This design comes from an exercise in tuning for small area on the open sky130 flow, not from production work. RTL that was checked went through simulation tests only; none was proved equivalent to the original. For runs 2 and 3, only the layout was checked, not whether the RTL still works.

$ cat flow/run.sh
#!/bin/bash
# synth_recipe.tcl (not shown) runs the flow's synth.tcl, then flattens the netlist and writes it again
# the make line also repeats each setting of config.mk as NAME=value (left out here)
make -C /OpenROAD-flow-scripts/flow DESIGN_CONFIG=/design/flow/config.mk WORK_HOME=/design/flow/orfs CLKGATE_MAP_FILE= SYNTH_SCRIPT=/design/flow/synth_recipe.tcl finish
$ cat flow/config.mk
export PLATFORM = sky130hd
export DESIGN_NAME = pst_brain_core
export DESIGN_NICKNAME = pst_brain_core
export VERILOG_FILES = /design/flow/design.v
export SDC_FILE = /design/flow/constraint.sdc
export NUM_CORES = 4
export LEC_CHECK = 0
export ABC_AREA = 1
export CAP_MARGIN = 20
export CORE_MARGIN = 2
export CORE_UTILIZATION = 60
export SLEW_MARGIN = 20
$ cat flow/constraint.sdc
create_clock -name core_clock -period 50.0 [get_ports {clk}]
set_input_delay 10.0000 -clock core_clock [delete_from_list [all_inputs] [get_ports {clk}]]
set_output_delay 10.0000 -clock core_clock [all_outputs]
set_load 0.01 [all_outputs]
$ cat flow/design.v
module pst_brain_core (
  input  logic       clk,
  input  logic       rst,
  input  logic [7:0] cur0,
  input  logic [7:0] cur1,
  input  logic [7:0] cur2,
  input  logic [7:0] cur3,
  output logic [7:0] phase0,
  output logic [7:0] phase1,
  output logic [7:0] phase2,
  output logic [7:0] phase3,
  output logic [2:0] winner,
  output logic [7:0] winner_score,
  output logic [7:0] winner_rel,
  output logic [7:0] w_ab,
  output logic [7:0] w_ac,
  output logic [7:0] w_ad,
  output logic [7:0] w_bc,
  output logic [7:0] w_bd,
  output logic [7:0] w_cd,
  output logic [7:0] seq_slot_A,
  output logic [7:0] seq_slot_B,
  output logic       seq_force_valid,
  output logic [7:0] seq_force_pred,
  output logic [7:0] pred_out,
  output logic [7:0] pred_err,
  output logic       reward_out,
  output logic [2:0] gamma_cnt,
  output logic [2:0] theta_cnt,
  output logic       theta_tick,
  output logic       episode_last,
  output logic [2:0] ep_winner,
  output logic [3:0] ep_strength,
  output logic       ep_valid,
  output logic       exploit_mode,
  output logic       explore_mode,
  output logic [1:0] confidence_level,
  output logic       err_explore,
  output logic       delta_tick,
  output logic [2:0] topic_winner,
  output logic [2:0] topic_strength,
  output logic       topic_valid
);
  logic [7:0] r_cnt;
  logic [7:0] r_val [4];
  logic [3:0] r_spk;
  logic [7:0] r_phase [4];
  logic [6:0] r_wh [6];           
  logic [2:0] r_winner;
  logic [7:0] r_win_score, r_win_rel, r_slot_a, r_slot_b, r_pred, r_pred_err;
  logic       r_reward, r_err_explore;
  logic [1:0] r_rew_run, r_force_left, r_conf, r_err_run;
  logic [2:0] r_gamma_cnt, r_theta_cnt;
  logic [2:0] r_win_cnt [6];
  logic [2:0] r_ep_cnt  [6];
  logic [2:0] r_ep_winner, r_topic_winner, r_topic_strength;
  logic [3:0] r_ep_strength;
  logic [7:0] w_cur [4];
  assign w_cur[0] = cur0;
  assign w_cur[1] = cur1;
  assign w_cur[2] = cur2;
  assign w_cur[3] = cur3;
  logic w_first, w_gamma_end, w_explore, w_ep_valid, w_topic_valid;
  assign w_first       = (r_cnt == 8'd0);
  assign w_gamma_end   = (r_cnt == 8'd255);
  assign w_ep_valid    = (r_ep_strength != 4'd0);
  assign w_topic_valid = (r_topic_strength != 3'd0);
  assign w_explore     = !r_conf[1] | r_err_explore;
  logic [8:0] w_sum [4];
  logic [3:0] w_spk_eff, w_fire;
  always_comb begin
    for (int c = 0; c < 4; c++) begin
      w_spk_eff[c] = !w_first && r_spk[c];
      w_sum[c]     = {1'b0, (w_first ? 8'd0 : r_val[c])} + {1'b0, w_cur[c]};
      w_fire[c]    = !w_spk_eff[c] && (w_sum[c] >= 9'd200);
    end
  end
  always_ff @(posedge clk) begin
    for (int c = 0; c < 4; c++) begin
      r_spk[c] <= w_spk_eff[c] | w_fire[c];
      if (w_fire[c])           r_val[c] <= r_cnt;
      else if (!w_spk_eff[c])  r_val[c] <= w_sum[c][7:0];
    end
  end
  function automatic logic [1:0] pair_a(input int p);
    case (p)
      0, 1, 2: pair_a = 2'd0;
      3, 4:    pair_a = 2'd1;
      default: pair_a = 2'd2;
    endcase
  endfunction
  function automatic logic [1:0] pair_b(input int p);
    case (p)
      0:       pair_b = 2'd1;
      1, 3:    pair_b = 2'd2;
      default: pair_b = 2'd3;
    endcase
  endfunction
  logic [7:0] w_rel [6];
  logic [7:0] w_score [6];
  logic [5:0] w_coh;
  logic [7:0] v_a, v_b, v_diff;
  logic       v_valid;
  always_comb begin
    v_a = '0; v_b = '0; v_diff = '0; v_valid = 1'b0;
    for (int p = 0; p < 6; p++) begin
      v_a      = r_val[pair_a(p)];
      v_b      = r_val[pair_b(p)];
      v_valid  = r_spk[pair_a(p)] && r_spk[pair_b(p)];
      v_diff   = (v_a > v_b) ? (v_a - v_b) : (v_b - v_a);
      w_rel[p] = v_valid ? ~v_diff : 8'd0;
      w_coh[p] = v_valid && (v_diff <= 8'd20);
      w_score[p] = {1'b0, w_rel[p][7:1]} + {3'd0, r_wh[p][6:2]} +
                   {5'd0, !w_explore && w_ep_valid && r_ep_winner == 3'(p),
                          !w_explore && w_topic_valid && r_topic_winner == 3'(p), 1'b0};
    end
  end
  logic [2:0] w_winner;
  logic [7:0] w_best, w_best_rel;
  always_comb begin
    w_winner   = 3'd0;
    w_best     = w_score[0];
    w_best_rel = w_rel[0];
    for (int p = 1; p < 6; p++) begin
      if (w_score[p] > w_best) begin
        w_winner   = 3'(p);
        w_best     = w_score[p];
        w_best_rel = w_rel[p];
      end
    end
  end
  logic [7:0] w_pred, w_err;
  logic       w_reward, w_hi_err;
  logic [1:0] w_rew_run, w_err_run;
  always_comb begin
    if (r_winner == 3'd0)      w_pred = r_slot_a;
    else if (r_winner == 3'd5) w_pred = r_slot_b;
    else                       w_pred = r_win_score;
    w_err     = (w_best > w_pred) ? (w_best - w_pred) : (w_pred - w_best);
    w_reward  = (w_err < 8'd5);
    w_hi_err  = (w_err > 8'd5);
    w_rew_run = !w_reward ? 2'd0 : ((r_rew_run == 2'd2) ? 2'd2 : r_rew_run + 2'd1);
    w_err_run = !w_hi_err ? 2'd0 : ((r_err_run == 2'd3) ? 2'd3 : r_err_run + 2'd1);
  end
  logic [6:0] w_wh_next [6];
  always_comb begin
    for (int p = 0; p < 6; p++) begin
      w_wh_next[p] = r_wh[p];
      if (w_winner == 3'(p)) begin
        if (w_coh[p]) w_wh_next[p] = (r_wh[p] >= 7'd118) ? 7'd120 : r_wh[p] + 7'd2;
      end else if (r_gamma_cnt[0]) begin
        w_wh_next[p] = (r_wh[p] != 7'd0) ? r_wh[p] - 7'd1 : 7'd0;
      end
    end
  end
  logic [3:0] w_win_cnt_new [6];
  logic [2:0] w_ep_cnt_new  [6];
  logic [2:0] w_ep_win, w_topic_win, w_topic_str;
  logic [3:0] w_ep_str;
  logic [1:0] w_conf_new;
  always_comb begin
    for (int p = 0; p < 6; p++)
      w_win_cnt_new[p] = {1'b0, r_win_cnt[p]} + ((w_winner == 3'(p)) ? 4'd1 : 4'd0);
    w_ep_win = 3'd0;
    w_ep_str = w_win_cnt_new[0];
    for (int p = 1; p < 6; p++)
      if (w_win_cnt_new[p] > w_ep_str) begin
        w_ep_win = 3'(p);
        w_ep_str = w_win_cnt_new[p];
      end
    for (int p = 0; p < 6; p++)
      w_ep_cnt_new[p] = r_ep_cnt[p] + ((w_ep_win == 3'(p)) ? 3'd1 : 3'd0);
    w_topic_win = 3'd0;
    w_topic_str = w_ep_cnt_new[0];
    for (int p = 1; p < 6; p++)
      if (w_ep_cnt_new[p] > w_topic_str) begin
        w_topic_win = 3'(p);
        w_topic_str = w_ep_cnt_new[p];
      end
    w_conf_new = r_conf;
    if (w_ep_str >= 4'd7)      w_conf_new = (r_conf == 2'd3) ? 2'd3 : r_conf + 2'd1;
    else if (w_ep_str <= 4'd5) w_conf_new = (r_conf == 2'd0) ? 2'd0 : r_conf - 2'd1;
  end
  always_ff @(posedge clk or posedge rst) begin
    if (rst) begin
      r_cnt <= '0;
      for (int c = 0; c < 4; c++) r_phase[c] <= 8'd255;
      for (int p = 0; p < 6; p++) begin
        r_wh[p] <= 7'd64; r_win_cnt[p] <= '0; r_ep_cnt[p] <= '0;
      end
      r_winner <= '0; r_win_score <= '0; r_win_rel <= '0;
      r_slot_a <= 8'd0; r_slot_b <= 8'd213;
      r_pred <= '0; r_pred_err <= '0; r_reward <= 1'b0;
      r_rew_run <= '0; r_force_left <= '0; r_err_run <= '0; r_err_explore <= 1'b0;
      r_gamma_cnt <= '0; r_theta_cnt <= '0; r_conf <= 2'd2;
      r_ep_winner <= '0; r_ep_strength <= '0; r_topic_winner <= '0; r_topic_strength <= '0;
    end else begin
      r_cnt <= r_cnt + 8'd1;
      if (w_gamma_end) begin
        for (int c = 0; c < 4; c++) r_phase[c] <= r_spk[c] ? r_val[c] : 8'd255;
        for (int p = 0; p < 6; p++) r_wh[p] <= w_wh_next[p];
        r_winner    <= w_winner;
        r_win_score <= w_best;
        r_win_rel   <= w_best_rel;
        r_slot_a    <= w_score[0];
        r_slot_b    <= w_score[5];
        r_pred      <= w_pred;
        r_pred_err  <= w_err;
        r_reward    <= w_reward;
        r_rew_run   <= w_rew_run;
        if (w_rew_run == 2'd2)         r_force_left <= 2'd2;
        else if (r_force_left != 2'd0) r_force_left <= r_force_left - 2'd1;
        r_err_run <= w_err_run;
        if (w_reward)                r_err_explore <= 1'b0;
        else if (w_err_run == 2'd3)  r_err_explore <= 1'b1;
        r_gamma_cnt <= r_gamma_cnt + 3'd1;
        if (r_gamma_cnt == 3'd7) begin
          for (int p = 0; p < 6; p++) r_win_cnt[p] <= '0;
          r_ep_winner   <= w_ep_win;
          r_ep_strength <= w_ep_str;
          r_conf        <= w_conf_new;
          if (r_theta_cnt == 3'd4) begin
            r_theta_cnt <= '0;
            for (int p = 0; p < 6; p++) r_ep_cnt[p] <= '0;
            r_topic_winner   <= w_topic_win;
            r_topic_strength <= w_topic_str;
          end else begin
            r_theta_cnt <= r_theta_cnt + 3'd1;
            for (int p = 0; p < 6; p++) r_ep_cnt[p] <= w_ep_cnt_new[p];
          end
        end else begin
          for (int p = 0; p < 6; p++) r_win_cnt[p] <= w_win_cnt_new[p][2:0];
        end
      end
    end
  end
  logic w_tick;
  assign w_tick = w_first && (r_gamma_cnt == 3'd0);
  assign phase0 = r_phase[0];
  assign phase1 = r_phase[1];
  assign phase2 = r_phase[2];
  assign phase3 = r_phase[3];
  assign winner = r_winner;
  assign winner_score = r_win_score;
  assign winner_rel   = r_win_rel;
  assign w_ab = {r_wh[0], 1'b0};
  assign w_ac = {r_wh[1], 1'b0};
  assign w_ad = {r_wh[2], 1'b0};
  assign w_bc = {r_wh[3], 1'b0};
  assign w_bd = {r_wh[4], 1'b0};
  assign w_cd = {r_wh[5], 1'b0};
  assign seq_slot_A      = r_slot_a;
  assign seq_slot_B      = r_slot_b;
  assign seq_force_valid = (r_force_left != 2'd0);
  assign seq_force_pred  = seq_force_valid ? r_pred : 8'd0;
  assign pred_out        = r_pred;
  assign pred_err        = r_pred_err;
  assign reward_out      = r_reward;
  assign gamma_cnt       = r_gamma_cnt;
  assign theta_cnt       = r_theta_cnt;
  assign theta_tick      = w_tick && w_ep_valid;
  assign episode_last    = (r_gamma_cnt == 3'd7);
  assign ep_winner       = r_ep_winner;
  assign ep_strength     = r_ep_strength;
  assign ep_valid        = w_ep_valid;
  assign exploit_mode    = (r_conf == 2'd3);
  assign explore_mode    = w_explore;
  assign confidence_level = r_conf;
  assign err_explore     = r_err_explore;
  assign delta_tick      = w_tick && (r_theta_cnt == 3'd0) && w_topic_valid;
  assign topic_winner    = r_topic_winner;
  assign topic_strength  = r_topic_strength;
  assign topic_valid     = w_topic_valid;
endmodule
==> flow_summary_export.csv, run 1 <==
group,metric,value,unit
routing,dr.pass1.iters,6,
worst_setup_path,cp-start-kind,"flop",
logic_synthesis,synth_top_area_cell,"ha_1",
clock_tree,clock-sinks,234,
logic_synthesis,synth_ff_type,"dfrtp_1",
logic_synthesis,yosysMostFrequentCell,"nand2_1",
timing,skew,0.0154,ns
clock_tree,clk_pin_slew_worst_paths,0.07,ns
grt,grt_max_degree,103,
floorplan,ioPinCount,204,
logic_synthesis,syn_avg_cell_area,7.31,µm²
routing,remaining_drc_errors,0,
timing,period_minus_slack,25.07,ns
clock_tree,cts_buffer_depth,3,
logic_synthesis,post-synth-top-area-fraction,17.0,%
timing,hold_violations,0,
routing,num_vias,22200,
min_path,min_from,"r_pred_err[5]",
placed_design,dp_hpwl,56100,µm
worst_setup_path,path_common_cell,"nand2_1",
floorplan,fp.dieW,199,µm
logic_synthesis,yosysWarnings,13,
grt,grt.total_usage,35.9,%
clock_tree,cts_resized,0,
timing,drv_slew,0,
logic_synthesis,synth-seq-area-share,26.6,%
final_layout,nFillCells,3155,
clock_tree,cts_tree,"done",
final_layout,area_delta_synth_final,14.9,%
logic_synthesis,synthAdderAreaFrac,20.2,%
timing,worstMarginPinSlew,0.914,ns
routing,routedWlPerCell,18.7,µm
routing,first_iter_violations,1809,
worst_setup_path,crit_type,"reg -> reg",
final_layout,final_area,0.0262,mm²
clock_tree,clock-root-buffer,"clkbuf_16",
placed_design,gp_congestion,1.00,
logic_synthesis,yosys-top-cells-count,"751 x nand2_1, 401 x inv_1, 309 x ha_1",
floorplan,core,0.0375,mm²
routing,detail-route-antenna-nets,0,
clock_tree,cts_hold_buf,0,
logic_synthesis,synthMuxAreaShare,0.660,%
logic_synthesis,ys_top_cells_by_area,"ha_1 17%, dfrtp_1 17%, nand2_1 12%, inv_1 6.6%, o21ai_0 5.9%",
floorplan,die_area,0.0395,mm²
logic_synthesis,synth-async-reset-ratio,84.6,%
placed_design,placed_cell_area,0.0251,mm²
min_path,hp-class,"reg -> reg",
placed_design,numPortBuffers,197,
clock_tree,htreeDepth,1,
logic_synthesis,netlist_area,0.0228,mm²
final_layout,final_core_util,69.8,%
timing,slew-limit-headroom,39.1,%
grt,grt_overflow,0,
grt,grt_pass1_vias,21100,
worst_setup_path,cp_slowest_cell,"edfxtp_1",
routing,wl,71400,µm
floorplan,initial_core_util,60.7,%
logic_synthesis,synthSimpleGateAreaFrac,23.6,%
final_layout,n_antenna_cell,0,
clock_tree,cts_buffers,28,
floorplan,row_count,71,
worst_setup_path,cp_slowest_stage_delay,0.57,ns
worst_setup_path,cp.arrival,25.56,ns
logic_synthesis,synth_edf_count,32,
clock_tree,post_cts_buffers,0,
clock_tree,clkLatencyLatePin,0.58,ns
logic_synthesis,synth_cells,3115,
grt,grt_pass1_wl,112000,µm
logic_synthesis,synth_top_family_by_area,"simple AND/OR/NAND/NOR gates",
final_layout,drive_above_1_share,5.30,%
grt,antenna_found_initial,0,
worst_setup_path,end_kind,"flop",
outcome,status,"no timing/DRC/antenna violations",
timing,fin_crit_sh,50.1,%
logic_synthesis,synth_cell_types,60,
final_layout,nets,3659,
timing,fmax,39.9,MHz
worst_setup_path,crit_required,50.49,ns
worst_setup_path,critPathLaunch,"r_val[0][1]",
logic_synthesis,synth-compound-area-share,15.2,%
placed_design,place_inst,3761,
timing,finalSetupTns,0,ns
timing,setup-violations-final,0,
logic_synthesis,synth_xor_area_share,5.31,%
timing,rsz0062_at_grt,"no",
final_layout,fin_cells,3813,
worst_setup_path,r2r_start,"r_val[0][1]",
worst_setup_path,path_max_fanout,28,
logic_synthesis,ys_ff_latch,234,
routing,routed_via_density,5.84,
floorplan,die_y,199,µm
flow_run,maxCapViolCount,0,
state kept, by name, summed over array words and instances, names as in the netlist, 4 cells and up:
signal / count
r_pred: 8
r_pred_err: 8
r_wh: 42
r_slot_a: 8
r_win_rel: 8
r_slot_b: 8
r_ep_cnt: 18
r_win_cnt: 18
r_val: 32
r_spk: 4
r_win_score: 8
r_cnt: 8
r_ep_strength: 4
r_phase: 32
stage by stage:
| step | setup WS (ns) | hold WS (ns) |
|---|---|---|
| floorplan | 29.34 | 0.456 |
| global placement | 26.77 | 0.470 |
| detailed placement | 25.65 | 0.469 |
| CTS | 25.53 | 0.485 |
| global route | 22.53 | 0.516 |
| finish | 24.93 | 0.484 |
cell type report:
class,count,area [µm²],area share (%)
clock buffers,33,771,2.95
clock inverters,19,248,0.947
inverters,412,1560,5.94
multi-input cells,2395,14800,56.7
flip-flops and latches,234,6050,23.1
well taps,511,639,2.44
repair buffers,209,2060,7.88
worst paths after layout:
kind	endpoint	slack, ns	depth (start not counted)
max in group asynchronous	r_wh[1][5]	38.20	4
hold / removal	r_pred_err[5]	0.48	2
min in group asynchronous	r_ep_winner[0]	9.98	2
setup reg to reg	r_topic_winner[1]	24.93	144
hold reg to reg	r_pred_err[5]	0.48	2
setup / recovery	r_topic_winner[1]	24.93	144
layer usage:
| layer | wire length, µm | up-vias | track usage, % |
|---|---|---|---|
| met5 | 0 | - | 0 |
| li1 | - | 10600 | - |
| met3 | 4830 | 209 | 4.26 |
| met4 | 3800 | 0 | 17.3 |
| met2 | 32500 | 973 | 58.9 |
| met1 | 30200 | 10400 | 47.3 |
worst max-delay path: cells and delay by family (launching register included):
family | cells | cell delay [ns]
buffers and inverters | 25 | 3.58
XOR/XNOR | 2 | 0.31
adder cells (fa/ha/maj) | 20 | 5.99
AND/OR/NAND/NOR | 67 | 8.23
AO/OA/AOI/OAI | 30 | 6.19
flip-flops | 1 | 0.57
cells in the final DEF (no fill, tap or decap), drive strengths merged, types with 5 or more instances in the layout:
| master | Yosys | routed |
|---|---|---|
| a211o | 5 | 5 |
| a211oi | 6 | 6 |
| a21o | 15 | 15 |
| a21oi | 178 | 178 |
| a31oi | 43 | 43 |
| buf | 22 | 12 |
| bufinv | 0 | 5 |
| clkbuf | 57 | 33 |
| clkdlybuf4s50 | 0 | 197 |
| clkinv | 4 | 14 |
| clkinvlp | 0 | 5 |
| conb | 1 | 6 |
| dfrtp | 154 | 154 |
| dfstp | 44 | 44 |
| edfxtp | 32 | 32 |
| fa | 36 | 36 |
| ha | 309 | 309 |
| inv | 408 | 407 |
| mux2i | 15 | 15 |
| nand2 | 770 | 770 |
| nand3 | 189 | 189 |
| nand3b | 9 | 9 |
| nand4 | 25 | 25 |
| nor2 | 230 | 230 |
| nor3 | 26 | 26 |
| nor4 | 10 | 10 |
| o211ai | 15 | 15 |
| o21a | 5 | 5 |
| o21ai | 296 | 296 |
| o21bai | 8 | 8 |
| o221ai | 8 | 8 |
| o22ai | 12 | 12 |
| o311ai | 7 | 7 |
| o31ai | 15 | 15 |
| or2 | 10 | 10 |
| xnor2 | 51 | 51 |
| xor2 | 87 | 87 |
cell families after synthesis:
kind of cell / count (synthesis)
DFF: 234
xor gates and xnor gates: 138
muxes: 15
and+or+nand+nor: 1273
buffers and inverters: 491
adders and majority gates: 345
other: 1
AOI/OAI and AO/OA: 618
==> run 2, diff against run 1 <==
--- a/flow/design.v
+++ b/flow/design.v
@@ -48,8 +48,8 @@
   logic [6:0] r_wh [6];           
   logic [2:0] r_winner;
   logic [7:0] r_win_score, r_win_rel, r_slot_a, r_slot_b, r_pred, r_pred_err;
-  logic       r_reward, r_err_explore;
-  logic [1:0] r_rew_run, r_force_left, r_conf, r_err_run;
+  logic       r_reward, r_rw1, r_rw2, r_hi1, r_hi2, r_err_explore;
+  logic [1:0] r_conf;
   logic [2:0] r_gamma_cnt, r_theta_cnt;
   logic [2:0] r_win_cnt [6];
   logic [2:0] r_ep_cnt  [6];
@@ -71,15 +71,14 @@
   always_comb begin
     for (int c = 0; c < 4; c++) begin
       w_spk_eff[c] = !w_first && r_spk[c];
-      w_sum[c]     = {1'b0, (w_first ? 8'd0 : r_val[c])} + {1'b0, w_cur[c]};
+      w_sum[c]     = {1'b0, (w_first ? 8'd0 : r_val[c])} + {1'b0, (w_spk_eff[c] ? 8'd1 : w_cur[c])};
       w_fire[c]    = !w_spk_eff[c] && (w_sum[c] >= 9'd200);
     end
   end
   always_ff @(posedge clk) begin
     for (int c = 0; c < 4; c++) begin
       r_spk[c] <= w_spk_eff[c] | w_fire[c];
-      if (w_fire[c])           r_val[c] <= r_cnt;
-      else if (!w_spk_eff[c])  r_val[c] <= w_sum[c][7:0];
+      r_val[c] <= w_fire[c] ? 8'd1 : w_sum[c][7:0];
     end
   end
   function automatic logic [1:0] pair_a(input int p);
@@ -129,18 +128,12 @@
       end
     end
   end
-  logic [7:0] w_pred, w_err;
+  logic [7:0] w_err;
   logic       w_reward, w_hi_err;
-  logic [1:0] w_rew_run, w_err_run;
-  always_comb begin
-    if (r_winner == 3'd0)      w_pred = r_slot_a;
-    else if (r_winner == 3'd5) w_pred = r_slot_b;
-    else                       w_pred = r_win_score;
-    w_err     = (w_best > w_pred) ? (w_best - w_pred) : (w_pred - w_best);
-    w_reward  = (w_err < 8'd5);
-    w_hi_err  = (w_err > 8'd5);
-    w_rew_run = !w_reward ? 2'd0 : ((r_rew_run == 2'd2) ? 2'd2 : r_rew_run + 2'd1);
-    w_err_run = !w_hi_err ? 2'd0 : ((r_err_run == 2'd3) ? 2'd3 : r_err_run + 2'd1);
+  always_comb begin
+    w_err    = (w_best > r_win_score) ? (w_best - r_win_score) : (r_win_score - w_best);
+    w_reward = (w_err < 8'd5);
+    w_hi_err = (w_err > 8'd5);
   end
   logic [6:0] w_wh_next [6];
   always_comb begin
@@ -190,29 +183,30 @@
       end
       r_winner <= '0; r_win_score <= '0; r_win_rel <= '0;
       r_slot_a <= 8'd0; r_slot_b <= 8'd213;
-      r_pred <= '0; r_pred_err <= '0; r_reward <= 1'b0;
-      r_rew_run <= '0; r_force_left <= '0; r_err_run <= '0; r_err_explore <= 1'b0;
+      r_pred <= '0; r_pred_err <= '0;
+      r_reward <= 1'b0; r_rw1 <= 1'b0; r_rw2 <= 1'b0;
+      r_hi1 <= 1'b0; r_hi2 <= 1'b0; r_err_explore <= 1'b0;
       r_gamma_cnt <= '0; r_theta_cnt <= '0; r_conf <= 2'd2;
       r_ep_winner <= '0; r_ep_strength <= '0; r_topic_winner <= '0; r_topic_strength <= '0;
     end else begin
       r_cnt <= r_cnt + 8'd1;
       if (w_gamma_end) begin
-        for (int c = 0; c < 4; c++) r_phase[c] <= r_spk[c] ? r_val[c] : 8'd255;
+        for (int c = 0; c < 4; c++) r_phase[c] <= r_spk[c] ? ~r_val[c] : 8'd255;
         for (int p = 0; p < 6; p++) r_wh[p] <= w_wh_next[p];
         r_winner    <= w_winner;
         r_win_score <= w_best;
         r_win_rel   <= w_best_rel;
         r_slot_a    <= w_score[0];
         r_slot_b    <= w_score[5];
-        r_pred      <= w_pred;
+        r_pred      <= r_win_score;
         r_pred_err  <= w_err;
         r_reward    <= w_reward;
-        r_rew_run   <= w_rew_run;
-        if (w_rew_run == 2'd2)         r_force_left <= 2'd2;
-        else if (r_force_left != 2'd0) r_force_left <= r_force_left - 2'd1;
-        r_err_run <= w_err_run;
-        if (w_reward)                r_err_explore <= 1'b0;
-        else if (w_err_run == 2'd3)  r_err_explore <= 1'b1;
+        r_rw1       <= r_reward;
+        r_rw2       <= r_rw1;
+        r_hi1       <= w_hi_err;
+        r_hi2       <= r_hi1;
+        if (w_reward)                          r_err_explore <= 1'b0;
+        else if (w_hi_err && r_hi1 && r_hi2)   r_err_explore <= 1'b1;
         r_gamma_cnt <= r_gamma_cnt + 3'd1;
         if (r_gamma_cnt == 3'd7) begin
           for (int p = 0; p < 6; p++) r_win_cnt[p] <= '0;
@@ -234,8 +228,9 @@
       end
     end
   end
-  logic w_tick;
-  assign w_tick = w_first && (r_gamma_cnt == 3'd0);
+  logic w_tick, w_force_valid;
+  assign w_tick        = w_first && (r_gamma_cnt == 3'd0);
+  assign w_force_valid = r_rw1 && (r_reward || r_rw2);
   assign phase0 = r_phase[0];
   assign phase1 = r_phase[1];
   assign phase2 = r_phase[2];
@@ -251,8 +246,8 @@
   assign w_cd = {r_wh[5], 1'b0};
   assign seq_slot_A      = r_slot_a;
   assign seq_slot_B      = r_slot_b;
-  assign seq_force_valid = (r_force_left != 2'd0);
-  assign seq_force_pred  = seq_force_valid ? r_pred : 8'd0;
+  assign seq_force_valid = w_force_valid;
+  assign seq_force_pred  = w_force_valid ? r_pred : 8'd0;
   assign pred_out        = r_pred;
   assign pred_err        = r_pred_err;
   assign reward_out      = r_reward;
==> flow/flow/run.sh (new file) <==
#!/bin/bash
# Own layout flow: the standard ORFS layout, with an area-oriented synthesis (ripple
# adders left to ABC, no half/full-adder cell extraction, an area ABC script) and minimum-size
# port buffers. Each tool's output goes to its own log file in this folder.
set -euo pipefail
W=$(pwd)
# Synthesis script: the standard flow's own, with the ABC mapping script replaced by flow/area.abc.
{
  head -n 1 synth_recipe.tcl
  cat <<EOT
proc abc {args} {
  set i [lsearch -exact \$args -script]
  if { \$i >= 0 } { set args [lreplace \$args \$i [expr {\$i + 1}] -script $W/flow/area.abc] }
  yosys abc {*}\$args
}
EOT
  tail -n +2 synth_recipe.tcl
} > my_synth.tcl
bash standard.sh synth SYNTH_SCRIPT=$W/my_synth.tcl ADDER_MAP_FILE= SYNTH_OPERATIONS_ARGS=-noshare \
  > synth.log 2>&1
bash standard.sh finish SYNTH_SCRIPT=$W/my_synth.tcl ADDER_MAP_FILE= SYNTH_OPERATIONS_ARGS=-noshare \
  "BUFFER_PORTS_ARGS=-buffer_cell sky130_fd_sc_hd__buf_1" > layout.log 2>&1
==> flow/flow/area.abc (new file) <==
strash; dc2; drw; drf; dc2; strash; dch -f; amap; strash; dc2; drw; drf; dc2; strash; dch -f; amap
==> flow/standard.sh (new file) <==
#!/bin/bash
# synth_recipe.tcl (not shown) runs the flow's synth.tcl, then flattens the netlist and writes it again
# the make line also repeats each setting of config.mk as NAME=value (left out here)
make -C /OpenROAD-flow-scripts/flow DESIGN_CONFIG=/design/flow/config.mk WORK_HOME=/design/flow/orfs CLKGATE_MAP_FILE= SYNTH_SCRIPT=/design/flow/synth_recipe.tcl "${@:-finish}"
--- a/flow/config.mk
+++ b/flow/config.mk
@@ -5,7 +5,6 @@
 export SDC_FILE = /design/flow/constraint.sdc
 export NUM_CORES = 4
 export LEC_CHECK = 0
-export ABC_AREA = 1
 export CAP_MARGIN = 20
 export CORE_MARGIN = 2
 export CORE_UTILIZATION = 60
removed: flow/run.sh
==> run 2 against run 1 <==
  * Worst setup slack worse by 3.9 ns
  * Die area is 27% lower
  * Largest cell class unchanged
  * Still clean
  * Flip-flop and latch count shrank 2
  * Clock skew is 0.0029 ns lower
  * Synthesized cell count decreased by 22%
  * Highest routed layer unchanged
==> flow_summary_export.csv, run 2 <==
group,metric,value,unit
floorplan,die_y,170,µm
clock_tree,clkLatencyLatePin,0.55,ns
worst_setup_path,timing.rr.end,"r_topic_strength[0]",
grt,use_met2,60.7,%
placed_design,gp_congestion,1.03,
grt,grt.total_usage,38.5,%
worst_setup_path,regToRegSetupSlack,21.01,ns
logic_synthesis,synth_cells,2437,
routing,num_vias,19500,
floorplan,core,0.0270,mm²
clock_tree,clock-sinks,232,
timing,finalSetupTns,0,ns
timing,fmax,34.5,MHz
logic_synthesis,post-synth-top-area-fraction,22.9,%
placed_design,numPortBuffers,197,
worst_setup_path,path_buf_inv,23,
timing,setup-violations-final,0,
flow_run,maxCapViolCount,0,
min_path,hold_end,"r_slot_a[6]",
grt,grt_pass1_wl,89200,µm
logic_synthesis,synth_top_area_cell,"dfrtp_1",
outcome,status,"no timing/DRC/antenna violations",
clock_tree,post_cts_buffers,0,
logic_synthesis,syn_avg_cell_area,6.81,µm²
grt,grt_max_degree,120,
timing,worstMarginPinSlew,1.08,ns
placed_design,dp_hpwl,43900,µm
grt,grt_overflow,0,
clock_tree,cts_tree,"done",
final_layout,nets,2706,
clock_tree,cts_resized,0,
timing,skew,0.0125,ns
final_layout,area_delta_synth_final,12.7,%
worst_setup_path,path_max_fanout,22,
clock_tree,cts_buffer_depth,3,
worst_setup_path,crit_required,50.44,ns
logic_synthesis,synth_edf_count,0,
timing,drv_slew,0,
worst_setup_path,cp_top_family,"compound AO/OA/AOI/OAI gates",
routing,first_iter_violations,2421,
grt,grt_pass1_vias,17500,
floorplan,initial_core_util,61.4,%
floorplan,die_area,0.0290,mm²
logic_synthesis,yosys-top-cells-count,"564 x nor2_1, 301 x clkinv_1, 262 x nand2_1",
timing,rsz0062_at_grt,"no",
final_layout,largest_register_ffs,42,
floorplan,fp.dieW,170,µm
logic_synthesis,synth_cell_types,48,
final_layout,final_cell_mix,"564 x nor2_1, 299 x clkinv_1, 261 x nand2_1",
worst_setup_path,r2r_start,"r_val[1][1]",
logic_synthesis,synth_ff_type,"dfrtp_1",
grt,busiest_layer,"met2",
routing,detail-route-antenna-nets,0,
routing,dr.pass1.iters,9,
worst_setup_path,end_kind,"flop",
final_layout,drive_above_1_share,4.01,%
logic_synthesis,yosysMostFrequentCell,"nor2_1",
floorplan,row_count,60,
final_layout,regMostFlops,"r_wh",
grt,antenna_found_initial,0,
min_path,hold_depth,2,
routing,remaining_drc_errors,0,
floorplan,ioPinCount,204,
min_path,hp-class,"reg -> reg",
routing,routed_via_density,6.41,
placed_design,place_ws,21.91,ns
worst_setup_path,r2r_cells,135,
timing,slew-limit-headroom,25.9,%
timing,fin_crit_sh,58.0,%
logic_synthesis,yosysWarnings,13,
worst_setup_path,cp.arrival,29.43,ns
worst_setup_path,cp_slowest_stage_delay,0.90,ns
logic_synthesis,ys_ff_latch,232,
timing,hold_ws,0.479,ns
clock_tree,cts_hold_buf,0,
clock_tree,clock-root-buffer,"clkbuf_16",
final_layout,final_common_cell,"nor2_1",
routing,routedWlPerCell,18.9,µm
logic_synthesis,synth-async-reset-ratio,84.5,%
timing,period_minus_slack,28.99,ns
clock_tree,clk_pin_slew_worst_paths,0.07,ns
min_path,min_from,"r_slot_a[6]",
final_layout,final_area,0.0187,mm²
worst_setup_path,cp-start-kind,"flop",
worst_setup_path,crit_type,"reg -> reg",
timing,fin_ws,21.01,ns
final_layout,top_regs,"r_wh (42), r_phase (32), r_val (32)",
timing,hold_violations,0,
grt,gr-usage-met1,53.2,%
logic_synthesis,ys_top_cells_by_area,"dfrtp_1 23%, nor2_1 13%, o22ai_1 8.8%, o21ai_0 7.2%, dfstp_2 7.0%",
clock_tree,htreeDepth,1,
worst_setup_path,path_common_cell,"clkinv_1",
worst_setup_path,cp_slowest_cell,"nor3_1",
grt,grt_use_met3,5.93,%
placed_design,placed_cell_area,0.0178,mm²
logic_synthesis,netlist_area,0.0166,mm²
routing,wl,57400,µm
logic_synthesis,synth-seq-area-share,34.2,%
clock_tree,cts_buffers,25,
[run 2: cell count changes in the layout (fill, tap and decap cells not counted), moves of 46 or more]
cell | before | now
nand2_1 | 751 | 261
ha_1 | 309 | 0
xnor2_1 | 51 | 0
nor2b_1 | 0 | 51
clkinv_1 | 4 | 299
nor2_1 | 219 | 564
o22a_1 | 0 | 46
nand3_1 | 184 | 17
clkdlybuf4s50_1 | 197 | 0
o22ai_1 | 12 | 233
xor2_1 | 87 | 0
inv_1 | 399 | 0
buf_1 | 0 | 197
[run 2: cell families after synthesis]
group | synth area share, %
compound gates | 33.6
buf+inv | 7.08
flops | 34.2
other cells | 0.0226
simple gates | 25.1
[run 2: worst max-delay path by stage]
stage | from | endpoint | depth (start not counted)
2_1_floorplan | r_val[1][1] | r_topic_strength[0] | 130
3_3_place_gp | r_val[1][1] | r_topic_strength[0] | 137
3_5_place_dp | r_val[1][1] | r_topic_strength[1] | 136
4_1_cts | r_val[1][1] | r_topic_strength[1] | 134
5_1_grt | r_val[1][1] | r_topic_strength[0] | 135
6_report | r_val[1][1] | r_topic_strength[0] | 135
[run 2: stage by stage]
stage               utilization, %  instances
global route                  69.2       3032
global placement              66.0       2986
detailed placement            66.0       2986
finish                        69.2       3033
CTS                           69.1       3032
floorplan                        -       2442
[run 2: layer usage]
layer | vias to the layer above | part of all wire (%)
met5 | - | 0
li1 | 9214 | -
met3 | 184 | 11
met2 | 1127 | 44
met4 | 0 | 4.1
met1 | 8930 | 41
[run 2: layout make-up]
cell class / instances / area [µm²]
Multi-Input combinational cell: 1903 / 9790
Fill cell: 2350 / 8320
Sequential cell: 232 / 5680
Inverter: 301 / 1140
Timing Repair Buffer: 209 / 830
Clock buffer: 34 / 731
Tap cell: 341 / 427
Clock inverter: 12 / 98.8
Antenna cell: 1 / 2.50
[run 2: worst min-delay path, cell delays in order, from the launching register on]
cell,delay (ns)
dfrtp_1,0.34
nand2_1,0.05
o21ai_0,0.06
==> run 3, diff against run 2 <==
--- a/flow/design.v
+++ b/flow/design.v
@@ -52,7 +52,7 @@
   logic [1:0] r_conf;
   logic [2:0] r_gamma_cnt, r_theta_cnt;
   logic [2:0] r_win_cnt [6];
-  logic [2:0] r_ep_cnt  [6];
+  logic [2:0] r_eph [3];           
   logic [2:0] r_ep_winner, r_topic_winner, r_topic_strength;
   logic [3:0] r_ep_strength;
   logic [7:0] w_cur [4];
@@ -97,7 +97,6 @@
   endfunction
   logic [7:0] w_rel [6];
   logic [7:0] w_score [6];
-  logic [5:0] w_coh;
   logic [7:0] v_a, v_b, v_diff;
   logic       v_valid;
   always_comb begin
@@ -108,7 +107,6 @@
       v_valid  = r_spk[pair_a(p)] && r_spk[pair_b(p)];
       v_diff   = (v_a > v_b) ? (v_a - v_b) : (v_b - v_a);
       w_rel[p] = v_valid ? ~v_diff : 8'd0;
-      w_coh[p] = v_valid && (v_diff <= 8'd20);
       w_score[p] = {1'b0, w_rel[p][7:1]} + {3'd0, r_wh[p][6:2]} +
                    {5'd0, !w_explore && w_ep_valid && r_ep_winner == 3'(p),
                           !w_explore && w_topic_valid && r_topic_winner == 3'(p), 1'b0};
@@ -116,16 +114,25 @@
   end
   logic [2:0] w_winner;
   logic [7:0] w_best, w_best_rel;
-  always_comb begin
+  logic       w_coh;
+  assign w_coh = (w_best_rel >= 8'd235);
+  logic [5:0] v_alive, w_win_oh;
+  always_comb begin
+    v_alive = 6'b111111;
+    for (int k = 7; k >= 0; k--) begin
+      w_best[k] = 1'b0;
+      for (int p = 0; p < 6; p++) w_best[k] = w_best[k] | (v_alive[p] & w_score[p][k]);
+      for (int p = 0; p < 6; p++) v_alive[p] = v_alive[p] & (w_score[p][k] | ~w_best[k]);
+    end
+    for (int p = 0; p < 6; p++) begin
+      w_win_oh[p] = v_alive[p];
+      for (int q = 0; q < p; q++) w_win_oh[p] = w_win_oh[p] & ~v_alive[q];
+    end
     w_winner   = 3'd0;
-    w_best     = w_score[0];
-    w_best_rel = w_rel[0];
-    for (int p = 1; p < 6; p++) begin
-      if (w_score[p] > w_best) begin
-        w_winner   = 3'(p);
-        w_best     = w_score[p];
-        w_best_rel = w_rel[p];
-      end
+    w_best_rel = 8'd0;
+    for (int p = 0; p < 6; p++) begin
+      if (w_win_oh[p]) w_winner = w_winner | 3'(p);
+      w_best_rel = w_best_rel | (w_rel[p] & {8{w_win_oh[p]}});
     end
   end
   logic [7:0] w_err;
@@ -135,15 +142,23 @@
     w_reward = (w_err < 8'd5);
     w_hi_err = (w_err > 8'd5);
   end
-  logic [6:0] w_wh_next [6];
-  always_comb begin
-    for (int p = 0; p < 6; p++) begin
-      w_wh_next[p] = r_wh[p];
-      if (w_winner == 3'(p)) begin
-        if (w_coh[p]) w_wh_next[p] = (r_wh[p] >= 7'd118) ? 7'd120 : r_wh[p] + 7'd2;
-      end else if (r_gamma_cnt[0]) begin
-        w_wh_next[p] = (r_wh[p] != 7'd0) ? r_wh[p] - 7'd1 : 7'd0;
+  logic [6:0] w_wh_tog [6];
+  logic       v_inc, v_dec;
+  logic [6:0] v_ones, v_zero;
+  always_comb begin
+    v_inc = 1'b0; v_dec = 1'b0; v_ones = '0; v_zero = '0;
+    for (int p = 0; p < 6; p++) begin
+      v_inc = (w_winner == 3'(p)) && w_coh;
+      v_dec = (w_winner != 3'(p)) && r_gamma_cnt[0];
+      v_ones[0] = 1'b1;
+      v_zero[0] = 1'b1;
+      for (int i = 1; i < 7; i++) begin
+        v_ones[i] = v_ones[i-1] && (i == 1 || r_wh[p][i-1]);
+        v_zero[i] = v_zero[i-1] && !r_wh[p][i-1];
       end
+      for (int i = 0; i < 7; i++)
+        w_wh_tog[p][i] = (v_inc && i >= 1 && v_ones[i]) || (v_dec && v_zero[i] && (r_wh[p] != 7'd0));
+      if (v_inc && r_wh[p] >= 7'd119) w_wh_tog[p] = r_wh[p] ^ 7'd120;
     end
   end
   logic [3:0] w_win_cnt_new [6];
@@ -151,25 +166,38 @@
   logic [2:0] w_ep_win, w_topic_win, w_topic_str;
   logic [3:0] w_ep_str;
   logic [1:0] w_conf_new;
+  logic [5:0] v_alw, v_ale;
+  logic       v_oh;
   always_comb begin
     for (int p = 0; p < 6; p++)
       w_win_cnt_new[p] = {1'b0, r_win_cnt[p]} + ((w_winner == 3'(p)) ? 4'd1 : 4'd0);
+    v_alw = 6'b111111;
+    for (int k = 3; k >= 0; k--) begin
+      w_ep_str[k] = 1'b0;
+      for (int p = 0; p < 6; p++) w_ep_str[k] = w_ep_str[k] | (v_alw[p] & w_win_cnt_new[p][k]);
+      for (int p = 0; p < 6; p++) v_alw[p] = v_alw[p] & (w_win_cnt_new[p][k] | ~w_ep_str[k]);
+    end
     w_ep_win = 3'd0;
-    w_ep_str = w_win_cnt_new[0];
-    for (int p = 1; p < 6; p++)
-      if (w_win_cnt_new[p] > w_ep_str) begin
-        w_ep_win = 3'(p);
-        w_ep_str = w_win_cnt_new[p];
-      end
+    for (int p = 0; p < 6; p++) begin
+      v_oh = v_alw[p];
+      for (int q = 0; q < p; q++) v_oh = v_oh & ~v_alw[q];
+      if (v_oh) w_ep_win = w_ep_win | 3'(p);
+    end
     for (int p = 0; p < 6; p++)
-      w_ep_cnt_new[p] = r_ep_cnt[p] + ((w_ep_win == 3'(p)) ? 3'd1 : 3'd0);
+      w_ep_cnt_new[p] = 3'(w_ep_win == 3'(p)) + 3'(r_ep_winner == 3'(p)) + 3'(r_eph[0] == 3'(p)) +
+                        3'(r_eph[1] == 3'(p)) + 3'(r_eph[2] == 3'(p));
+    v_ale = 6'b111111;
+    for (int k = 2; k >= 0; k--) begin
+      w_topic_str[k] = 1'b0;
+      for (int p = 0; p < 6; p++) w_topic_str[k] = w_topic_str[k] | (v_ale[p] & w_ep_cnt_new[p][k]);
+      for (int p = 0; p < 6; p++) v_ale[p] = v_ale[p] & (w_ep_cnt_new[p][k] | ~w_topic_str[k]);
+    end
     w_topic_win = 3'd0;
-    w_topic_str = w_ep_cnt_new[0];
-    for (int p = 1; p < 6; p++)
-      if (w_ep_cnt_new[p] > w_topic_str) begin
-        w_topic_win = 3'(p);
-        w_topic_str = w_ep_cnt_new[p];
-      end
+    for (int p = 0; p < 6; p++) begin
+      v_oh = v_ale[p];
+      for (int q = 0; q < p; q++) v_oh = v_oh & ~v_ale[q];
+      if (v_oh) w_topic_win = w_topic_win | 3'(p);
+    end
     w_conf_new = r_conf;
     if (w_ep_str >= 4'd7)      w_conf_new = (r_conf == 2'd3) ? 2'd3 : r_conf + 2'd1;
     else if (w_ep_str <= 4'd5) w_conf_new = (r_conf == 2'd0) ? 2'd0 : r_conf - 2'd1;
@@ -179,7 +207,7 @@
       r_cnt <= '0;
       for (int c = 0; c < 4; c++) r_phase[c] <= 8'd255;
       for (int p = 0; p < 6; p++) begin
-        r_wh[p] <= 7'd64; r_win_cnt[p] <= '0; r_ep_cnt[p] <= '0;
+        r_wh[p] <= 7'd64; r_win_cnt[p] <= '0;
       end
       r_winner <= '0; r_win_score <= '0; r_win_rel <= '0;
       r_slot_a <= 8'd0; r_slot_b <= 8'd213;
@@ -192,7 +220,7 @@
       r_cnt <= r_cnt + 8'd1;
       if (w_gamma_end) begin
         for (int c = 0; c < 4; c++) r_phase[c] <= r_spk[c] ? ~r_val[c] : 8'd255;
-        for (int p = 0; p < 6; p++) r_wh[p] <= w_wh_next[p];
+        for (int p = 0; p < 6; p++) r_wh[p] <= r_wh[p] ^ w_wh_tog[p];
         r_winner    <= w_winner;
         r_win_score <= w_best;
         r_win_rel   <= w_best_rel;
@@ -215,12 +243,10 @@
           r_conf        <= w_conf_new;
           if (r_theta_cnt == 3'd4) begin
             r_theta_cnt <= '0;
-            for (int p = 0; p < 6; p++) r_ep_cnt[p] <= '0;
             r_topic_winner   <= w_topic_win;
             r_topic_strength <= w_topic_str;
           end else begin
             r_theta_cnt <= r_theta_cnt + 3'd1;
-            for (int p = 0; p < 6; p++) r_ep_cnt[p] <= w_ep_cnt_new[p];
           end
         end else begin
           for (int p = 0; p < 6; p++) r_win_cnt[p] <= w_win_cnt_new[p][2:0];
@@ -228,6 +254,12 @@
       end
     end
   end
+  always_ff @(posedge clk)
+    if (w_gamma_end && r_gamma_cnt == 3'd7) begin
+      r_eph[0] <= r_ep_winner;
+      r_eph[1] <= r_eph[0];
+      r_eph[2] <= r_eph[1];
+    end
   logic w_tick, w_force_valid;
   assign w_tick        = w_first && (r_gamma_cnt == 3'd0);
   assign w_force_valid = r_rw1 && (r_reward || r_rw2);
--- a/flow/flow/run.sh
+++ b/flow/flow/run.sh
@@ -19,4 +19,6 @@
 bash standard.sh synth SYNTH_SCRIPT=$W/my_synth.tcl ADDER_MAP_FILE= SYNTH_OPERATIONS_ARGS=-noshare \
   > synth.log 2>&1
 bash standard.sh finish SYNTH_SCRIPT=$W/my_synth.tcl ADDER_MAP_FILE= SYNTH_OPERATIONS_ARGS=-noshare \
-  "BUFFER_PORTS_ARGS=-buffer_cell sky130_fd_sc_hd__buf_1" > layout.log 2>&1
+  "BUFFER_PORTS_ARGS=-buffer_cell sky130_fd_sc_hd__buf_1" \
+  "CTS_ARGS=-sink_clustering_enable -repair_clock_nets -dont_use_dummy_load -buf_list sky130_fd_sc_hd__clkbuf_8 -sink_clustering_size 18 -sink_clustering_max_diameter 50" \
+  > layout.log 2>&1
==> run 3 against run 2 <==
  * Non-clock buffer count is 2 lower
  * Highest routed layer unchanged
  * Clock-buffer cell count decreased by 8
  * Still clean on timing, DRC and antenna
  * Maximum frequency grew 22%
  * Largest cell class unchanged
  * Design area fell by 8.6%
==> flow_summary_export.csv, run 3 <==
group,metric,value,unit
timing,setup-violations-final,0,
floorplan,fp.dieW,165,µm
floorplan,ioPinCount,204,
grt,antenna_found_initial,0,
worst_setup_path,r2r_cells,110,
outcome,status,"no timing/DRC/antenna violations",
timing,worstMarginPinSlew,1.14,ns
routing,wl,55000,µm
clock_tree,post_cts_buffers,0,
timing,fin_crit_sh,47.6,%
grt,grt_pass1_wl,84900,µm
min_path,hold_depth,2,
final_layout,final_area,0.0171,mm²
timing,hold_violations,0,
logic_synthesis,ys_ff_latch,223,
clock_tree,clkLatencyLatePin,0.61,ns
placed_design,place_ws,27.02,ns
logic_synthesis,synth_ff_type,"dfrtp_1",
final_layout,nets,2498,
placed_design,placed_cell_area,0.0167,mm²
worst_setup_path,cp-start-kind,"flop",
floorplan,initial_core_util,61.4,%
logic_synthesis,yosysWarnings,13,
worst_setup_path,crit_type,"reg -> reg",
logic_synthesis,synth_edf_count,9,
logic_synthesis,syn_avg_cell_area,6.96,µm²
min_path,hp-class,"reg -> reg",
clock_tree,cts_buffers,26,
clock_tree,clock-root-buffer,"clkbuf_8",
floorplan,die_area,0.0272,mm²
timing,skew,0.0692,ns
logic_synthesis,ys_top_cells_by_area,"dfrtp_1 22%, nor2_1 13%, dfstp_2 7.5%, o21ai_0 7.2%, o22ai_1 6.3%",
worst_setup_path,end_kind,"flop",
logic_synthesis,synth_top_area_cell,"dfrtp_1",
logic_synthesis,synth-seq-area-share,35.5,%
floorplan,row_count,58,
worst_setup_path,cp_slowest_cell,"a2111oi_1",
final_layout,fin_cells,2792,
final_layout,seqCellArea,0.00550,mm²
timing,drv_slew,0,
floorplan,core,0.0253,mm²
logic_synthesis,synth-async-reset-ratio,79.8,%
final_layout,area_delta_synth_final,10.3,%
final_layout,multi_input_area,0.00917,mm²
clock_tree,cts_resized,0,
worst_setup_path,path_max_fanout,8,
routing,dr.pass1.iters,6,
placed_design,dp_hpwl,43100,µm
timing,slew-limit-headroom,22.1,%
logic_synthesis,yosys-top-cells-count,"547 x nor2_1, 238 x nand2_1, 223 x clkinv_1, 223 x o21ai_0, 157 x o22ai_1",
clock_tree,cts_buffer_depth,3,
timing,rsz0062_at_grt,"no",
final_layout,final_cell_mix,"547 x nor2_1, 237 x nand2_1, 222 x o21ai_0",
timing,period_minus_slack,23.79,ns
final_layout,largest_register_ffs,42,
logic_synthesis,post-synth-top-area-fraction,21.6,%
final_layout,n_antenna_cell,0,
grt,grt_overflow,0,
timing,finalSetupTns,0,ns
grt,grt.total_usage,39.7,%
worst_setup_path,path_common_cell,"nor2_1",
routing,routed_via_density,6.44,
final_layout,final_common_cell,"nor2_1",
logic_synthesis,synth_cell_types,56,
clock_tree,htreeDepth,1,
grt,grt_pass1_vias,16300,
floorplan,die_y,165,µm
routing,first_iter_violations,2021,
routing,num_vias,18000,
worst_setup_path,cp_slowest_stage_delay,0.68,ns
worst_setup_path,crit_required,50.47,ns
placed_design,place_inst,2766,
clock_tree,cts_tree,"done",
logic_synthesis,synth_cells,2230,
logic_synthesis,netlist_area,0.0155,mm²
clock_tree,cts_hold_buf,0,
final_layout,regMostFlops,"r_wh",
routing,routedWlPerCell,19.7,µm
logic_synthesis,yosysMostFrequentCell,"nor2_1",
worst_setup_path,cp.arrival,24.26,ns
grt,grt_max_degree,104,
timing,fin_ws,26.21,ns
timing,fmax,42.0,MHz
routing,remaining_drc_errors,0,
placed_design,numPortBuffers,197,
routing,detail-route-antenna-nets,0,
final_layout,top_regs,"r_wh (42), r_phase (32), r_val (32)",
final_layout,nFillCells,2233,
final_layout,drive_above_1_share,3.45,%
placed_design,gp_congestion,1.08,
flow_run,maxCapViolCount,0,
clock_tree,clock-sinks,223,
clock_tree,clk_pin_slew_worst_paths,0.08,ns
-- run 3: worst paths after layout --
path / startpoint / end / slack, ns
min in group asynchronous: rst / r_rw1 / 9.59
max in group asynchronous: rst / r_wh[0][2] / 38.79
worst min-delay path: r_slot_b[4] / r_slot_b[4] / 0.49
worst max register to register: r_val[2][2] / r_topic_winner[2] / 26.21
worst min register to register: r_slot_b[4] / r_slot_b[4] / 0.49
worst max-delay path: r_val[2][2] / r_topic_winner[2] / 26.21
-- run 3: cell families (layout without fill, tap and decap cells) --
logic type	after synthesis	count (layout)	synth area share [%]
and+or+nand+nor	1012	1012	27.6
AOI/OAI and AO/OA	765	765	31.3
buffers and inverters	229	456	5.69
DFF	223	223	35.5
other	1	6	0.0242
-- run 3: layout make-up --
class                   instances  area share (%)
multi-input cells            1783            53.6
flip-flops and latches        223            32.2
inverters                     223            4.93
repair buffers                207            4.76
well taps                     330            2.41
clock buffers                  26            2.09
-- run 3: routing by layer --
layer | track usage, % | wire length [µm] | vias to the layer above
met5 | 0 | 0 | -
met4 | 21.0 | 3280 | 0
met3 | 5.93 | 4700 | 214
met2 | 67.1 | 25800 | 1021
met1 | 49.3 | 21300 | 8267
li1 | - | - | 8474
-- run 3: per-stage QoR --
stage | hold WS [ns] | util [%]
after global placement | 0.458 | 66.3
after CTS | 0.486 | 67.7
final | 0.489 | 67.7
after global routing | 0.496 | 67.7
after detailed placement | 0.467 | 66.3
after floorplan | 0.445 | -
-- run 3: worst max-delay path, delay by kind of cell (launching register included) --
family / cells / cell delay (ns)
simple gates: 47 / 8.61
flops: 1 / 0.54
compound gates: 47 / 10.35
buf+inv: 16 / 4.19
==> run 4, diff against run 3 <==
--- a/flow/design.v
+++ b/flow/design.v
@@ -71,7 +71,9 @@
   always_comb begin
     for (int c = 0; c < 4; c++) begin
       w_spk_eff[c] = !w_first && r_spk[c];
-      w_sum[c]     = {1'b0, (w_first ? 8'd0 : r_val[c])} + {1'b0, (w_spk_eff[c] ? 8'd1 : w_cur[c])};
+      w_sum[c]     = {1'b0, (w_first ? 8'd0 : r_val[c])} +
+                     {1'b0, (w_gamma_end ? ~r_val[(c + 1) % 4] : (w_spk_eff[c] ? 8'd1 : w_cur[c]))} +
+                     {8'd0, w_gamma_end};
       w_fire[c]    = !w_spk_eff[c] && (w_sum[c] >= 9'd200);
     end
   end
@@ -99,13 +101,21 @@
   logic [7:0] w_score [6];
   logic [7:0] v_a, v_b, v_diff;
   logic       v_valid;
+  logic [8:0] v_t;
   always_comb begin
-    v_a = '0; v_b = '0; v_diff = '0; v_valid = 1'b0;
+    v_a = '0; v_b = '0; v_diff = '0; v_t = '0; v_valid = 1'b0;
     for (int p = 0; p < 6; p++) begin
       v_a      = r_val[pair_a(p)];
       v_b      = r_val[pair_b(p)];
       v_valid  = r_spk[pair_a(p)] && r_spk[pair_b(p)];
-      v_diff   = (v_a > v_b) ? (v_a - v_b) : (v_b - v_a);
+      case (p)
+        0:       v_t = w_sum[0];
+        3:       v_t = w_sum[1];
+        5:       v_t = w_sum[2];
+        2:       v_t = w_sum[3];
+        default: v_t = {1'b0, v_a} + {1'b0, ~v_b} + 9'd1;
+      endcase
+      v_diff   = v_t[8] ? v_t[7:0] : (8'd0 - v_t[7:0]);
       w_rel[p] = v_valid ? ~v_diff : 8'd0;
       w_score[p] = {1'b0, w_rel[p][7:1]} + {3'd0, r_wh[p][6:2]} +
                    {5'd0, !w_explore && w_ep_valid && r_ep_winner == 3'(p),
--- a/flow/flow/run.sh
+++ b/flow/flow/run.sh
@@ -20,5 +20,5 @@
   > synth.log 2>&1
 bash standard.sh finish SYNTH_SCRIPT=$W/my_synth.tcl ADDER_MAP_FILE= SYNTH_OPERATIONS_ARGS=-noshare \
   "BUFFER_PORTS_ARGS=-buffer_cell sky130_fd_sc_hd__buf_1" \
-  "CTS_ARGS=-sink_clustering_enable -repair_clock_nets -dont_use_dummy_load -buf_list sky130_fd_sc_hd__clkbuf_8 -sink_clustering_size 18 -sink_clustering_max_diameter 50" \
+  "CTS_ARGS=-sink_clustering_enable -repair_clock_nets -dont_use_dummy_load -buf_list {sky130_fd_sc_hd__clkbuf_8 sky130_fd_sc_hd__clkbuf_16} -sink_clustering_size 30 -sink_clustering_max_diameter 60" \
   > layout.log 2>&1
--- a/flow/config.mk
+++ b/flow/config.mk
@@ -7,5 +7,5 @@
 export LEC_CHECK = 0
 export CAP_MARGIN = 20
 export CORE_MARGIN = 2
-export CORE_UTILIZATION = 60
+export CORE_UTILIZATION = 70
 export SLEW_MARGIN = 20
==> run 4 against run 3 <==
  * Sequential share of layout area increased by 1.1 points
  * Critical endpoint is now r_topic_winner[0]
  * Critical path type is now in -> reg
  * Largest cell class unchanged
  * Via count decreased by 3.8%
  * Utilization up 11 points
==> flow_summary_export.csv, run 4 <==
group,metric,value,unit
worst_setup_path,cp_slowest_stage_delay,0.84,ns
routing,wl,50400,µm
routing,remaining_drc_errors,0,
routing,routedWlPerCell,19.1,µm
placed_design,gp_congestion,1.09,
grt,grt.total_usage,44.2,%
clock_tree,cts_hold_buf,0,
worst_setup_path,path_common_cell,"nand2_1",
worst_setup_path,path_max_fanout,9,
routing,num_vias,17300,
clock_tree,clk_pin_slew_worst_paths,0.08,ns
logic_synthesis,synth_edf_count,9,
clock_tree,cts_buffer_depth,3,
logic_synthesis,ys_top_cells_by_area,"dfrtp_1 23%, nor2_1 11%, o21ai_0 8.2%, dfstp_2 7.8%, nand2_1 7.6%",
timing,hold_violations,0,
timing,fin_crit_sh,63.9,%
grt,grt_pass1_vias,15700,
logic_synthesis,synth_ff_type,"dfrtp_1",
timing,fmax,31.3,MHz
grt,antenna_found_initial,0,
logic_synthesis,yosys-top-cells-count,"450 x nor2_1, 300 x nand2_1, 245 x o21ai_0",
final_layout,drive_above_1_share,3.30,%
floorplan,row_count,53,
timing,rsz0062_at_grt,"no",
worst_setup_path,cp_slowest_cell,"nor4_1",
clock_tree,clock-sinks,223,
timing,finalSetupTns,0,ns
clock_tree,htreeDepth,1,
logic_synthesis,syn_avg_cell_area,6.96,µm²
logic_synthesis,synth-async-reset-ratio,79.8,%
clock_tree,cts_resized,0,
final_layout,final_common_cell,"nor2_1",
timing,drv_slew,0,
timing,period_minus_slack,31.93,ns
floorplan,initial_core_util,71.0,%
routing,detail-route-antenna-nets,0,
floorplan,die_area,0.0225,mm²
worst_setup_path,cp_top_family,"compound AO/OA/AOI/OAI gates",
final_layout,nets,2399,
final_layout,largest_register_ffs,42,
worst_setup_path,end_kind,"flop",
logic_synthesis,synth_cells,2138,
logic_synthesis,yosysMostFrequentCell,"nor2_1",
logic_synthesis,netlist_area,0.0149,mm²
clock_tree,clkLatencyLatePin,0.52,ns
timing,worstMarginPinSlew,1.02,ns
routing,routed_via_density,6.55,
timing,skew,0.0453,ns
final_layout,nFillCells,1534,
worst_setup_path,path_buf_inv,15,
grt,grt_pass1_wl,79400,µm
worst_setup_path,cp-start-kind,"input pin",
clock_tree,cts_tree,"done",
clock_tree,cts_buffers,18,
final_layout,final_cell_mix,"450 x nor2_1, 299 x nand2_1, 244 x o21ai_0",
timing,slew-limit-headroom,31.2,%
worst_setup_path,crit_required,50.37,ns
final_layout,area_delta_synth_final,10.9,%
logic_synthesis,synth_cell_types,54,
flow_run,maxCapViolCount,0,
grt,grt_max_degree,99,
timing,setup-violations-final,0,
worst_setup_path,crit_type,"in -> reg",
logic_synthesis,post-synth-top-area-fraction,22.5,%
floorplan,ioPinCount,204,
logic_synthesis,ys_ff_latch,223,
logic_synthesis,synth-seq-area-share,36.9,%
routing,first_iter_violations,1941,
min_path,hp-class,"reg -> reg",
clock_tree,post_cts_buffers,0,
floorplan,fp.dieW,150,µm
final_layout,regMostFlops,"r_wh",
logic_synthesis,yosysWarnings,13,
final_layout,n_antenna_cell,0,
worst_setup_path,cp.arrival,32.30,ns
final_layout,top_regs,"r_wh (42), r_phase (32), r_val (32)",
grt,grt_overflow,0,
logic_synthesis,synth_top_area_cell,"dfrtp_1",
clock_tree,clock-root-buffer,"clkbuf_16",
outcome,status,"no timing/DRC/antenna violations",
floorplan,die_y,150,µm
placed_design,dp_hpwl,38400,µm
routing,dr.pass1.iters,8,
final_layout,fin_cells,2638,
placed_design,numPortBuffers,197,
floorplan,core,0.0210,mm²
placed_design,place_inst,2620,
run 4: per-layer routing:
metal  up-vias  track usage, %  wire length (µm)
li1       8045               -                 -
met1      7833            59.6             19300
met2      1234            68.8             22100
met3       174            10.9              7050
met4         0            17.0              1920
met5         -               0                 0
run 4: tightest hold or removal path: stages (launching register included):
cell and delay, ns:
dfstp_2 0.37, nand2_1 0.04, o21ai_0 0.07
run 4: stage by stage:
stage          instance area [µm²]  setup WS (ns)  hold slack [ns]  util (%)
2_1_floorplan                14900          20.71            0.396         -
3_3_place_gp                 16100          19.39            0.463      76.6
3_5_place_dp                 16100          18.18            0.473      76.6
4_1_cts                      16500          18.48            0.485      78.8
5_1_grt                      16500          15.81            0.506      78.8
6_report                     16500          18.07            0.484      78.8
run 4: cell type report:
| cell class | instances | area, µm² | area share, % |
|---|---|---|---|
| tap | 275 | 344 | 2.08 |
| timing repair buffer | 208 | 826 | 5.00 |
| inverter | 234 | 886 | 5.36 |
| multi-input combinational | 1680 | 8510 | 51.5 |
| clock buffer | 18 | 450 | 2.73 |
| sequential | 223 | 5500 | 33.3 |
run 4: final timing paths:
| check | to | depth (start not counted) | from | slack, ns |
|---|---|---|---|---|
| worst max register to register | r_topic_winner[0] | 124 | r_cnt[0] | 25.00 |
| min in group asynchronous | r_slot_a[5] | 2 | rst | 9.70 |
| max in group asynchronous | r_wh[3][5] | 3 | rst | 39.05 |
| worst min-delay path | r_slot_b[4] | 2 | r_slot_b[4] | 0.48 |
| worst min register to register | r_slot_b[4] | 2 | r_slot_b[4] | 0.48 |
| worst max-delay path | r_topic_winner[0] | 119 | cur0[0] | 18.07 |
run 4: cells by family after synthesis:
| logic type | after synthesis | synth area share [%] |
|---|---|---|
| compound gates | 764 | 31.8 |
| simple gates | 910 | 25.1 |
| other cells | 1 | 0.0252 |
| flops | 223 | 36.9 |
| buf+inv | 240 | 6.20 |

-- port drivers added, routing unchanged --
In the flow no input, the clock included, has a driving cell. The finished layouts below were timed again as built, in two steps. Step 1 sets driving cells, clkbuf_16 on the clock port and buf_2 on the other inputs (assumed; they add their load-dependent delay and slew). Step 2 adds t to the input delays and takes it off the output delays; t is the mean of the earliest and latest rising clock arrival at the registers after step 1. Input paths then give back, and output paths get back, about the clock's delay inside the block. Three values: no drivers, after step 1, after step 2; two values: the first two.
run | shift t [ns] | setup slack, ns | clock arrival spread, ns
run 1 | 0.625 | 24.929 / 24.929 / 24.929 | 0.016 / 0.016
run 2 | 0.599 | 21.007 / 21.007 / 21.007 | 0.013 / 0.013
run 3 | 0.629 | 26.211 / 26.211 / 26.211 | 0.069 / 0.069
run 4 | 0.544 | 18.066 / 18.087 / 17.543 | 0.046 / 0.046
After both steps setup and hold are still met in every run listed. The setup slack of run 4, which loses most, moves by +0.021 ns with the drivers and by -0.523 ns with both steps.
